This design comes from an exercise in tuning for small area and a short achievable clock period on the open sky130 flow, not from production work.
Where RTL was checked, it was by simulation tests only, not by an equivalence proof against the original.

==> job 4478: inputs <==
==> flow/design.v (excerpt) <==
module fft_test_core #(
  localparam int IW = 12,
  localparam int OW = 19,
  localparam int AW = 43
) (
  input  logic                 aclk,
  input  logic                 aresetn,
  input  logic [IW-1:0]        input_data_ch1,
  output logic signed [OW-1:0] fft_real,
  output logic signed [OW-1:0] fft_imag,
  output logic [AW-1:0]        amp,
  output logic                 fft_out_valid
);
export LEC_CHECK = 0
export CAP_MARGIN = 20
export CORE_MARGIN = 2
export CORE_UTILIZATION = 55
export CTS_BUF_LIST = sky130_fd_sc_hd__clkbuf_8
export CTS_CLUSTER_SIZE = 30
export SLEW_MARGIN = 20
create_clock -name core_clock -period 16.0 [get_ports {aclk}]
standard.sh (not shown) runs the stock make flow with config.mk's settings and CLKGATE_MAP_FILE= SYNTH_SCRIPT=/design/flow/synth_recipe.tcl, a recipe that flattens the netlist after the stock synthesis.
==> flow/flow/run.sh <==
#!/bin/bash
# The standard ORFS layout, with repair_timing aiming for a larger setup slack
# (the clock and constraints stay the design's). Make's full output goes to make.log.
set -euo pipefail
bash standard.sh SETUP_SLACK_MARGIN=${MARGIN:-11} finish > make.log 2>&1
==> job 2666 (differences from job 4478) <==
--- a/flow/design.v
+++ b/flow/design.v
@@ -120,18 +120,18 @@
       5'd30: begin c1 = -18'sd64277; c2 = 18'sd51492; c3 = 18'sd77062; end
       5'd31: begin c1 = -18'sd65220; c2 = 18'sd58796; c3 = 18'sd71644; end
       default: begin c1 = '0; c2 = '0; c3 = '0; end
     endcase
   end
   logic [33:0] bw;
   always_comb begin
-    if (is5)          bw = r1[0];
-    else if (is2)     bw = bf_lane ? r1[8]  : r0[4];
-    else if (is3)     bw = bf_lane ? r1[16] : r0[8];
-    else              bw = bf_lane ? r1[0]  : r0[16];
+    if (is5 | bf_lane) bw = r1[0];
+    else if (is2)      bw = r0[4];
+    else if (is3)      bw = r0[8];
+    else               bw = r0[16];
   end
   logic signed [17:0] xs_re, xs_im;
   always_comb begin
     if (!sq_sub) begin
       xs_re = {r0[2][16], r0[2][16:0]} + {r1[2][16], r1[2][16:0]};
       xs_im = {r0[2][33], r0[2][33:17]} + {r1[2][33], r1[2][33:17]};
     end else begin
@@ -3000,16 +3000,16 @@
   assign pb_im = tim_b[32:16];
   logic [16:0] p_re, p_im;
   assign p_re = pa_re + pb_re + {16'd0, c16_re};
   assign p_im = pa_im + pb_im + {16'd0, c16_im};
   logic [33:0] aw;
   always_comb begin
     if (!wb_lane)  aw = r0[30];
-    else if (wb2)  aw = r1[2];
-    else if (wb3)  aw = r1[6];
+    else if (wb2)  aw = r1[26];
+    else if (wb3)  aw = r1[22];
     else           aw = r1[14];
   end
   logic [16:0] top_re, top_im, bot_re, bot_im;
   assign top_re = aw[16:0]  + pa_re + pb_re + {16'd0, c16_re};
   assign top_im = aw[33:17] + pa_im + pb_im + {16'd0, c16_im};
   assign bot_re = aw[16:0]  + ~pa_re + ~pb_re + 17'd1 + {16'd0, ~c16_re};
   assign bot_im = aw[33:17] + ~pa_im + ~pb_im + 17'd1 + {16'd0, ~c16_im};
@@ -3036,36 +3036,34 @@
     if (tau == 9'd53) r0_n[21][11:0] = din_r;
     if (tau == 9'd9 || tau == 9'd27) r0_n[26][11:0] = din_r;
     if (tau == 9'd41 || tau == 9'd59) r0_n[27][11:0] = din_r;
     if (wb_any & !wb_lane) r0_n[29] = {top_im, top_re};
     if (tau == 9'd1 || tau == 9'd13 || tau == 9'd19 || tau == 9'd31) r0_n[30][11:0] = din_r;
     if (r4_en & (r4_lane == 1'b0)) r0_n[31] = {17'sd0, y0r};
     else if (tau == 9'd33 || tau == 9'd45 || tau == 9'd51 || tau == 9'd63) r0_n[31][11:0] = din_r;
-    if (wb2 & wb_lane) r1_n[1] = {top_im, top_re};
-    else if (r4_en & (r4_lane == 1'b1)) r1_n[1] = {17'sd0, y0r};
+    if (r4_en & (r4_lane == 1'b1)) r1_n[1] = {17'sd0, y0r};
     else if (tau == 9'd6 || tau == 9'd24) r1_n[1][11:0] = din_r;
     if (r4_en & (r4_lane == 1'b1)) r1_n[2] = {y1i, y1r};
     else if (tau == 9'd38 || tau == 9'd56) r1_n[2][11:0] = din_r;
     if (r4_en & (r4_lane == 1'b1)) r1_n[3] = {17'sd0, y2r};
     if (r4_en & (r4_lane == 1'b1)) r1_n[4] = {y3i, y1r};
-    if (wb2 & wb_lane) r1_n[5] = {bot_im, bot_re};
-    else if (wb3 & wb_lane) r1_n[5] = {top_im, top_re};
     if (tau == 9'd12) r1_n[7][11:0] = din_r;
     if (tau == 9'd44) r1_n[8][11:0] = din_r;
     if (tau == 9'd4 || tau == 9'd16 || tau == 9'd26) r1_n[11][11:0] = din_r;
     if (tau == 9'd36 || tau == 9'd48 || tau == 9'd58) r1_n[12][11:0] = din_r;
-    if (wb3 & wb_lane) r1_n[13] = {bot_im, bot_re};
-    else if (wb4 & wb_lane) r1_n[13] = {top_im, top_re};
+    if (wb4 & wb_lane) r1_n[13] = {top_im, top_re};
     if (tau == 9'd8 || tau == 9'd18 || tau == 9'd30) r1_n[15][11:0] = din_r;
     if (tau == 9'd40 || tau == 9'd50 || tau == 9'd62) r1_n[16][11:0] = din_r;
     if (tau == 9'd22) r1_n[19][11:0] = din_r;
     if (tau == 9'd54) r1_n[20][11:0] = din_r;
-    if (tau == 9'd10 || tau == 9'd28) r1_n[25][11:0] = din_r;
+    if (wb3 & wb_lane) r1_n[21] = {top_im, top_re};
+    if (wb2 & wb_lane) r1_n[25] = {top_im, top_re};
+    else if (tau == 9'd10 || tau == 9'd28) r1_n[25][11:0] = din_r;
     if (tau == 9'd42 || tau == 9'd60) r1_n[26][11:0] = din_r;
-    if (wb4 & wb_lane) r1_n[29] = {bot_im, bot_re};
+    if (((wb2 & wb_lane) | (wb3 & wb_lane)) | (wb4 & wb_lane)) r1_n[29] = {bot_im, bot_re};
     else if (wb5) r1_n[29] = {p_im, p_re};
     else if (tau == 9'd2 || tau == 9'd14 || tau == 9'd20 || tau == 9'd32) r1_n[29][11:0] = din_r;
     if (tau == 9'd34 || tau == 9'd46 || tau == 9'd52 || tau == 9'd64) r1_n[30][11:0] = din_r;
   end
   always_ff @(posedge aclk) begin
     r0 <= r0_n;
     r1 <= r1_n;
==> flow/flow/run.sh (replaced) <==
#!/bin/bash
# The standard ORFS layout, with repair_timing aiming for a larger setup slack
# (the clock and constraints stay the design's) and a clock tree without dummy loads.
# Make's full output goes to make.log.
set -euo pipefail
export CTS_ARGS="-sink_clustering_enable -repair_clock_nets -dont_use_dummy_load"
bash standard.sh SETUP_SLACK_MARGIN=${MARGIN:-11} finish > make.log 2>&1
==> flow/config.mk (replaced) <==
export PLATFORM = sky130hd
export DESIGN_NAME = fft_test_core
export DESIGN_NICKNAME = fft_test_core
export VERILOG_FILES = /design/flow/design.v
export SDC_FILE = /design/flow/constraint.sdc
export NUM_CORES = 8
export LEC_CHECK = 0
export CAP_MARGIN = 20
export CORE_MARGIN = 2
export CORE_UTILIZATION = 55
export SLEW_MARGIN = 20
==> job 9445 (differences from job 4478) <==
--- a/flow/design.v
+++ b/flow/design.v
@@ -2995,28 +2995,28 @@
   assign c16_im = lo_im[16];
   logic [16:0] pa_re, pb_re, pa_im, pb_im;
   assign pa_re = tre_a[32:16];
   assign pb_re = tre_b[32:16];
   assign pa_im = tim_a[32:16];
   assign pb_im = tim_b[32:16];
   logic [16:0] p_re, p_im;
-  assign p_re = pa_re + pb_re + {16'd0, c16_re};
-  assign p_im = pa_im + pb_im + {16'd0, c16_im};
+  assign p_re = pa_re + pb_re + 17'(c16_re);
+  assign p_im = pa_im + pb_im + 17'(c16_im);
   logic [33:0] aw;
   always_comb begin
     if (!wb_lane)  aw = r0[30];
     else if (wb2)  aw = r1[2];
     else if (wb3)  aw = r1[6];
     else           aw = r1[14];
   end
   logic [16:0] top_re, top_im, bot_re, bot_im;
-  assign top_re = aw[16:0]  + pa_re + pb_re + {16'd0, c16_re};
-  assign top_im = aw[33:17] + pa_im + pb_im + {16'd0, c16_im};
-  assign bot_re = aw[16:0]  + ~pa_re + ~pb_re + 17'd1 + {16'd0, ~c16_re};
-  assign bot_im = aw[33:17] + ~pa_im + ~pb_im + 17'd1 + {16'd0, ~c16_im};
+  assign top_re = aw[16:0]  + p_re;
+  assign top_im = aw[33:17] + p_im;
+  assign bot_re = aw[16:0]  - p_re;
+  assign bot_im = aw[33:17] - p_im;
   always_comb begin
     for (int q = 0; q < 32; q++) begin
       r0_n[q] = r0[(q + 1) % 32];
       r1_n[q] = r1[(q + 1) % 32];
     end
     if (r4_en & (r4_lane == 1'b0)) r0_n[0] = {y1i, y1r};
     if (wb2 & !wb_lane) r0_n[1] = {bot_im, bot_re};
==> flow/run.sh (new file) <==
#!/bin/bash
# synth_recipe.tcl (not shown) runs the flow's synth.tcl, then flattens the netlist and writes it again
# the make line also repeats each setting of config.mk as NAME=value (left out here)
make -C /OpenROAD-flow-scripts/flow DESIGN_CONFIG=/design/flow/config.mk WORK_HOME=/design/flow/orfs CLKGATE_MAP_FILE= SYNTH_SCRIPT=/design/flow/synth_recipe.tcl finish
==> flow/config.mk (replaced) <==
export PLATFORM = sky130hd
export DESIGN_NAME = fft_test_core
export DESIGN_NICKNAME = fft_test_core
export VERILOG_FILES = /design/flow/design.v
export SDC_FILE = /design/flow/constraint.sdc
export NUM_CORES = 8
export LEC_CHECK = 0
export ABC_AREA = 1
export CAP_MARGIN = 20
export CORE_MARGIN = 2
export CORE_UTILIZATION = 45
export SETUP_SLACK_MARGIN = 0.3
export SLEW_MARGIN = 20
removed: flow/flow/run.sh
removed: flow/standard.sh
==> summary of the runs <==
Between job 4478 and job 2666, the lower first-iteration DRC count is in job 4478 (gap 1.5%, measured against job 2666).
Non-clock buffer count, highest first: job 2666, job 9445, job 4478.
In flip-flop and latch count, job 9445 and job 2666 do not differ.
Between job 2666 and job 9445, the lower setup slack is in job 9445 (gap 1700 ps).
Between job 2666 and job 4478, the lower count of clock-buffer cells in the layout is in job 2666 (gap 256).
The RTL of job 4478 and job 9445 was laid out without a check of its function.

-- static timing again, ports no longer ideal --
Ports are ideal in the flow. The routed layouts listed here were re-timed in OpenROAD.
Step 1, drivers: a clkbuf_16 drives aclk and a buf_2 each remaining input, both assumed.
Step 2 adds t to the input delays and takes it off the output delays; t is the mean of the earliest and latest rising clock arrival at the registers after step 1. Input paths then give back, and output paths get back, about the clock's delay inside the block.
Slacks: no drivers / after step 1 / after step 2; pairs: no drivers / after step 1.
run | shift t [ns] | slack for setup (ns) | worst slew at a driven data input, ns
job 4478 | 1.137 | 11.095 / 11.012 / 11.095 | 0.04
job 2666 | 0.954 | 11.067 / 10.970 / 11.077 | 0.04
job 9445 | 1.004 | 9.349 / 9.349 / 9.349 | 0.04
After both steps setup and hold are still met in every run listed.
